This is an optimization exercise on Yosys and OpenROAD, whose aim is small area, a short achievable clock period and few clock cycles per item, not a production implementation.
No activity file was given, so power comes from the tool's default toggle rates.

==> flow/design.v <==
package cpuPkg;
	localparam int dataWidth = 16;
	localparam int regCount = 8;
	localparam int regIdxWidth = $clog2(regCount);
	typedef logic [dataWidth-1:0] wordT;
	typedef logic [regIdxWidth-1:0] regIdxT;
	localparam logic [4:0] opNop   = 5'd0;
	localparam logic [4:0] opAddu  = 5'd1;
	localparam logic [4:0] opSubu  = 5'd2;
	localparam logic [4:0] opAnd   = 5'd3;
	localparam logic [4:0] opOr    = 5'd4;
	localparam logic [4:0] opSlt   = 5'd5;
	localparam logic [4:0] opAddiu = 5'd6;
	localparam logic [4:0] opLi    = 5'd7;
	localparam logic [4:0] opLw    = 5'd8;
	localparam logic [4:0] opSw    = 5'd9;
	localparam logic [4:0] opBeqz  = 5'd10;
	localparam logic [4:0] opBnez  = 5'd11;
	localparam logic [4:0] opB     = 5'd12;
	localparam logic [4:0] opJr    = 5'd13;
endpackage
package pipePkg;
	typedef enum logic [2:0] {
		aluAdd   = 3'd0,
		aluSub   = 3'd1,
		aluAnd   = 3'd2,
		aluOr    = 3'd3,
		aluSlt   = 3'd4,
		aluPassB = 3'd5
	} aluOpT;
	typedef struct packed {
		aluOpT aluOp;
		logic  srcImm;
		logic  regWrite;
		logic  memRead;
		logic  memWrite;
		logic  branchZero;
		logic  branchNonZero;
		logic  jump;
		logic  jumpReg;
		logic  destIsRz;
		logic  destIsRy;
	} ctrlT;
endpackage
module pipeReg #(
	parameter int width = 1
) (
	input  logic             CLK,
	input  logic             RST,
	input  logic [width-1:0] d,
	output logic [width-1:0] q
);
	always_ff @(posedge CLK or negedge RST)
	begin
		if (!RST)
			q <= '0;
		else
			q <= d;
	end
endmodule
module instrDecoder (
	input  cpuPkg::wordT  instr,
	output pipePkg::ctrlT ctrl,
	output cpuPkg::wordT  imm
);
	logic [4:0] op;
	assign op = instr[15:11];
	always_comb
	begin
		ctrl = '0;
		imm = {{8{instr[7]}}, instr[7:0]};
		case (op)
			cpuPkg::opAddu,
			cpuPkg::opSubu,
			cpuPkg::opAnd,
			cpuPkg::opOr,
			cpuPkg::opSlt:
			begin
				ctrl.regWrite = 1'b1;
				ctrl.destIsRz = 1'b1;
				case (op)
					cpuPkg::opSubu: ctrl.aluOp = pipePkg::aluSub;
					cpuPkg::opAnd:  ctrl.aluOp = pipePkg::aluAnd;
					cpuPkg::opOr:   ctrl.aluOp = pipePkg::aluOr;
					cpuPkg::opSlt:  ctrl.aluOp = pipePkg::aluSlt;
					default:        ctrl.aluOp = pipePkg::aluAdd;
				endcase
			end
			cpuPkg::opAddiu:
			begin
				ctrl.regWrite = 1'b1;
				ctrl.srcImm = 1'b1;
			end
			cpuPkg::opLi:
			begin
				ctrl.aluOp = pipePkg::aluPassB;
				ctrl.regWrite = 1'b1;
				ctrl.srcImm = 1'b1;
				imm = {8'h00, instr[7:0]};
			end
			cpuPkg::opLw:
			begin
				ctrl.regWrite = 1'b1;
				ctrl.memRead = 1'b1;
				ctrl.srcImm = 1'b1;
				ctrl.destIsRy = 1'b1;
				imm = {{11{instr[4]}}, instr[4:0]};
			end
			cpuPkg::opSw:
			begin
				ctrl.memWrite = 1'b1;
				ctrl.srcImm = 1'b1;
				imm = {{11{instr[4]}}, instr[4:0]};
			end
			cpuPkg::opBeqz: ctrl.branchZero = 1'b1;
			cpuPkg::opBnez: ctrl.branchNonZero = 1'b1;
			cpuPkg::opB:
			begin
				ctrl.jump = 1'b1;
				imm = {{5{instr[10]}}, instr[10:0]};
			end
			cpuPkg::opJr: ctrl.jumpReg = 1'b1;
			default: ;
		endcase
	end
endmodule
module regFile (
	input  logic           CLK,
	input  logic           RST,
	input  cpuPkg::regIdxT rdA,
	input  cpuPkg::regIdxT rdB,
	output cpuPkg::wordT   valA,
	output cpuPkg::wordT   valB,
	input  logic           we,
	input  cpuPkg::regIdxT wAddr,
	input  cpuPkg::wordT   wData
);
	cpuPkg::wordT regs [cpuPkg::regCount];
	always_ff @(posedge CLK)
	begin
		for (int i = 0; i < cpuPkg::regCount; i++)
			if (!RST || (we && wAddr == cpuPkg::regIdxT'(i)))
				regs[i] <= RST ? wData : '0;
	end
	always_comb
	begin
		valA = '0;
		valB = '0;
		for (int i = 0; i < cpuPkg::regCount; i++)
		begin
			valA |= regs[i] & {cpuPkg::dataWidth{rdA == cpuPkg::regIdxT'(i)}};
			valB |= regs[i] & {cpuPkg::dataWidth{rdB == cpuPkg::regIdxT'(i)}};
		end
	end
endmodule
module hazardUnit (
	input  cpuPkg::regIdxT rx,
	input  cpuPkg::regIdxT ry,
	input  logic           memWrites,
	input  cpuPkg::regIdxT memDest,
	output logic           fwdA,
	output logic           fwdB
);
	assign fwdA = memWrites && memDest == rx;
	assign fwdB = memWrites && memDest == ry;
endmodule
module executeStage (
	input  pipePkg::ctrlT ctrl,
	input  cpuPkg::wordT  pc,
	input  cpuPkg::wordT  imm,
	input  cpuPkg::wordT  opA,
	input  cpuPkg::wordT  opB,
	output cpuPkg::wordT  aluResult,
	output cpuPkg::wordT  nextPc
);
	cpuPkg::wordT aluB;
	cpuPkg::wordT addB;
	cpuPkg::wordT sum;
	logic         sub;
	logic         less;
	assign aluB = ctrl.srcImm ? imm : opB;
	assign sub = ctrl.aluOp == pipePkg::aluSub || ctrl.aluOp == pipePkg::aluSlt;
	assign addB = aluB ^ {16{sub}};
	logic [15:0] gen [5];
	logic [15:0] prop [5];
	always_comb
	begin
		gen[0] = opA & addB;
		prop[0] = opA ^ addB;
		gen[0][0] = (opA[0] & addB[0]) | (prop[0][0] & sub);
		for (int l = 0; l < 4; l++)
			for (int i = 0; i < 16; i++)
				if (i >= (1 << l))
				begin
					gen[l+1][i] = gen[l][i] | (prop[l][i] & gen[l][i - (1 << l)]);
					prop[l+1][i] = prop[l][i] & prop[l][i - (1 << l)];
				end
				else
				begin
					gen[l+1][i] = gen[l][i];
					prop[l+1][i] = prop[l][i];
				end
		sum = prop[0] ^ {gen[4][14:0], sub};
	end
	assign less = (opA[15] ^ aluB[15]) ? opA[15] : sum[15];
	always_comb
	begin
		case (ctrl.aluOp)
			pipePkg::aluAnd:   aluResult = opA & aluB;
			pipePkg::aluOr:    aluResult = opA | aluB;
			pipePkg::aluSlt:   aluResult = {15'd0, less};
			pipePkg::aluPassB: aluResult = aluB;
			default:           aluResult = sum;
		endcase
	end
	logic taken;
	assign taken = ctrl.jump || (ctrl.branchZero && opA == '0) ||
		(ctrl.branchNonZero && opA != '0);
	assign nextPc = ctrl.jumpReg ? opA : (taken ? pc + 16'd1 + imm : pc + 16'd1);
endmodule
module pipelineCpu (
	input  logic           CLK,
	input  logic           RST,
	output cpuPkg::wordT   imemAddr,
	input  cpuPkg::wordT   imemData,
	output cpuPkg::wordT   dmemAddr,
	output cpuPkg::wordT   dmemWData,
	output logic           dmemRead,
	output logic           dmemWrite,
	input  cpuPkg::wordT   dmemRData,
	output logic           wbValid,
	output cpuPkg::regIdxT wbReg,
	output cpuPkg::wordT   wbData
);
	cpuPkg::wordT   pc;
	cpuPkg::wordT   nextPc;
	pipePkg::ctrlT  ctrl;
	cpuPkg::wordT   imm;
	cpuPkg::regIdxT rx;
	cpuPkg::regIdxT ry;
	cpuPkg::regIdxT dest;
	cpuPkg::wordT   valA;
	cpuPkg::wordT   valB;
	cpuPkg::wordT   opA;
	cpuPkg::wordT   opB;
	logic           fwdA;
	logic           fwdB;
	cpuPkg::wordT   aluResult;
	logic [2:0]     memFlags;
	logic           memRegWrite;
	logic           memRead;
	logic           memWrite;
	cpuPkg::regIdxT memDest;
	cpuPkg::wordT   memAlu;
	cpuPkg::wordT   memStore;
	cpuPkg::wordT   memResult;
	cpuPkg::regIdxT wbDest;
	cpuPkg::wordT   wbResult;
	always_ff @(posedge CLK or negedge RST)
	begin
		if (!RST)
			pc <= '0;
		else
			pc <= nextPc;
	end
	assign imemAddr = pc;
	assign rx = imemData[10:8];
	assign ry = imemData[7:5];
	instrDecoder decoder (.instr(imemData), .ctrl(ctrl), .imm(imm));
	assign dest = ctrl.destIsRz ? imemData[4:2] : (ctrl.destIsRy ? ry : rx);
	regFile regs (.CLK(CLK), .RST(RST), .rdA(rx), .rdB(ry), .valA(valA), .valB(valB),
		.we(memRegWrite), .wAddr(memDest), .wData(memResult));
	hazardUnit hazard (.rx(rx), .ry(ry), .memWrites(memRegWrite), .memDest(memDest),
		.fwdA(fwdA), .fwdB(fwdB));
	assign opA = fwdA ? memResult : valA;
	assign opB = fwdB ? memResult : valB;
	executeStage execute (.ctrl(ctrl), .pc(pc), .imm(imm), .opA(opA), .opB(opB),
		.aluResult(aluResult), .nextPc(nextPc));
	pipeReg #(.width(3)) memFlagReg (.CLK(CLK), .RST(RST),
		.d({ctrl.regWrite, ctrl.memRead, ctrl.memWrite}), .q(memFlags));
	assign {memRegWrite, memRead, memWrite} = memFlags;
	always_ff @(posedge CLK)
	begin
		memDest <= dest;
		memAlu <= aluResult;
		memStore <= opB;
	end
	assign dmemAddr = memAlu;
	assign dmemWData = memStore;
	assign dmemRead = memRead;
	assign dmemWrite = memWrite;
	assign memResult = memRead ? dmemRData : memAlu;
	pipeReg #(.width(1)) wbFlagReg (.CLK(CLK), .RST(RST), .d(memRegWrite), .q(wbValid));
	always_ff @(posedge CLK)
	begin
		wbDest <= memDest;
		wbResult <= memResult;
	end
	assign wbReg = wbDest;
	assign wbData = wbResult;
endmodule
export LEC_CHECK = 0
export ABC_AREA = 1
export CAP_MARGIN = 20
export CORE_MARGIN = 2
export CORE_UTILIZATION = 40
export CTS_BUF_LIST = sky130_fd_sc_hd__clkbuf_8
export CTS_CLUSTER_SIZE = 30
export SETUP_SLACK_MARGIN = 2.5
export SLEW_MARGIN = 20
create_clock -name core_clock -period 6.2 [get_ports {CLK}]
standard.sh (not shown) runs the stock make flow with config.mk's settings and CLKGATE_MAP_FILE= SYNTH_SCRIPT=/design/flow/synth_recipe.tcl, a recipe that flattens the netlist after the stock synthesis.
==> flow/flow/run.sh <==
#!/bin/bash
# standard layout, with port buffers of a small plain buffer cell
export BUFFER_PORTS_ARGS="-buffer_cell sky130_fd_sc_hd__buf_1"
bash standard.sh > standard.log 2>&1
Rerun with:
==> flow/flow/run.sh (replaced) <==
#!/bin/bash
# standard layout, with port buffers of a small plain buffer cell
export BUFFER_PORTS_ARGS="-buffer_cell sky130_fd_sc_hd__buf_2"
bash standard.sh > standard.log 2>&1
--- a/flow/config.mk
+++ b/flow/config.mk
@@ -7,3 +7,3 @@
 export LEC_CHECK = 0
-export ABC_AREA = 1
+export ABC_CLOCK_PERIOD_IN_PS = 2500
 export CAP_MARGIN = 20
@@ -11,5 +11,3 @@
 export CORE_UTILIZATION = 40
-export CTS_BUF_LIST = sky130_fd_sc_hd__clkbuf_8
-export CTS_CLUSTER_SIZE = 30
-export SETUP_SLACK_MARGIN = 2.5
+export SETUP_SLACK_MARGIN = 2.0
 export SLEW_MARGIN = 20
Outcome: The changed run completed with no timing, DRC or antenna violations. Synthesized area stays flat. Clock skew falls by 0.012 ns. Sequential power barely changes. Routed wire length drops by about a fifth. Cell area falls by a few percent. Non-clock buffer count went down by 75. Clock-buffer cell count falls by 14.
Rerun with:
==> flow/flow/run.sh (replaced) <==
#!/bin/bash
# standard layout, with port buffers of a small plain buffer cell
export BUFFER_PORTS_ARGS="-buffer_cell sky130_fd_sc_hd__buf_1"
bash standard.sh > standard.log 2>&1
--- a/flow/config.mk
+++ b/flow/config.mk
@@ -7,3 +7,3 @@
 export LEC_CHECK = 0
-export ABC_CLOCK_PERIOD_IN_PS = 2500
+export ABC_AREA = 1
 export CAP_MARGIN = 20
@@ -11,2 +11,4 @@
 export CORE_UTILIZATION = 40
+export CTS_BUF_LIST = sky130_fd_sc_hd__clkbuf_8
+export CTS_CLUSTER_SIZE = 30
 export SETUP_SLACK_MARGIN = 2.0
=>
- sequential cell count is unchanged
- non-clock buffer count goes down by 18
- routed wire length goes up by 15%
- final cell count goes up by 25%
- die area hardly moves
- utilization goes down by 1.2 points
- total power goes down by about 5%
Function was not checked in any run of this note: the RTL went through the layout flow alone.

-- static timing again, ports no longer ideal --
Ports are ideal in the flow. The routed layouts listed here were re-timed in OpenROAD. Step 1 sets driving cells, clkbuf_16 on the clock port and buf_2 on the other inputs (assumed; they add their load-dependent delay and slew). Step 2 moves the port delays by t, midway between the first and last clock arrival at a register: inputs arrive t later, outputs are due t later. That takes back most of the time a late clock gives input paths. Three values: no drivers, after step 1, after step 2; two values: the first two.
| run | shift t [ns] | setup slack, ns | latest minus earliest clock arrival (ns) | worst slew at a driven data input, ns |
|---|---|---|---|---|
| the first run | 0.605 | 2.147 / 2.151 / 1.546 | 0.033 / 0.033 | 0.05 |
| the second run | 0.560 | 2.063 / 1.993 / 1.433 | 0.020 / 0.019 | 0.17 |
| the third run | 0.597 | 2.108 / 2.123 / 1.526 | 0.028 / 0.028 | 0.05 |
After both steps every run listed still meets setup and hold. The setup slack of the second run, which loses most, moves by -0.070 ns with the drivers and by -0.630 ns with both steps.
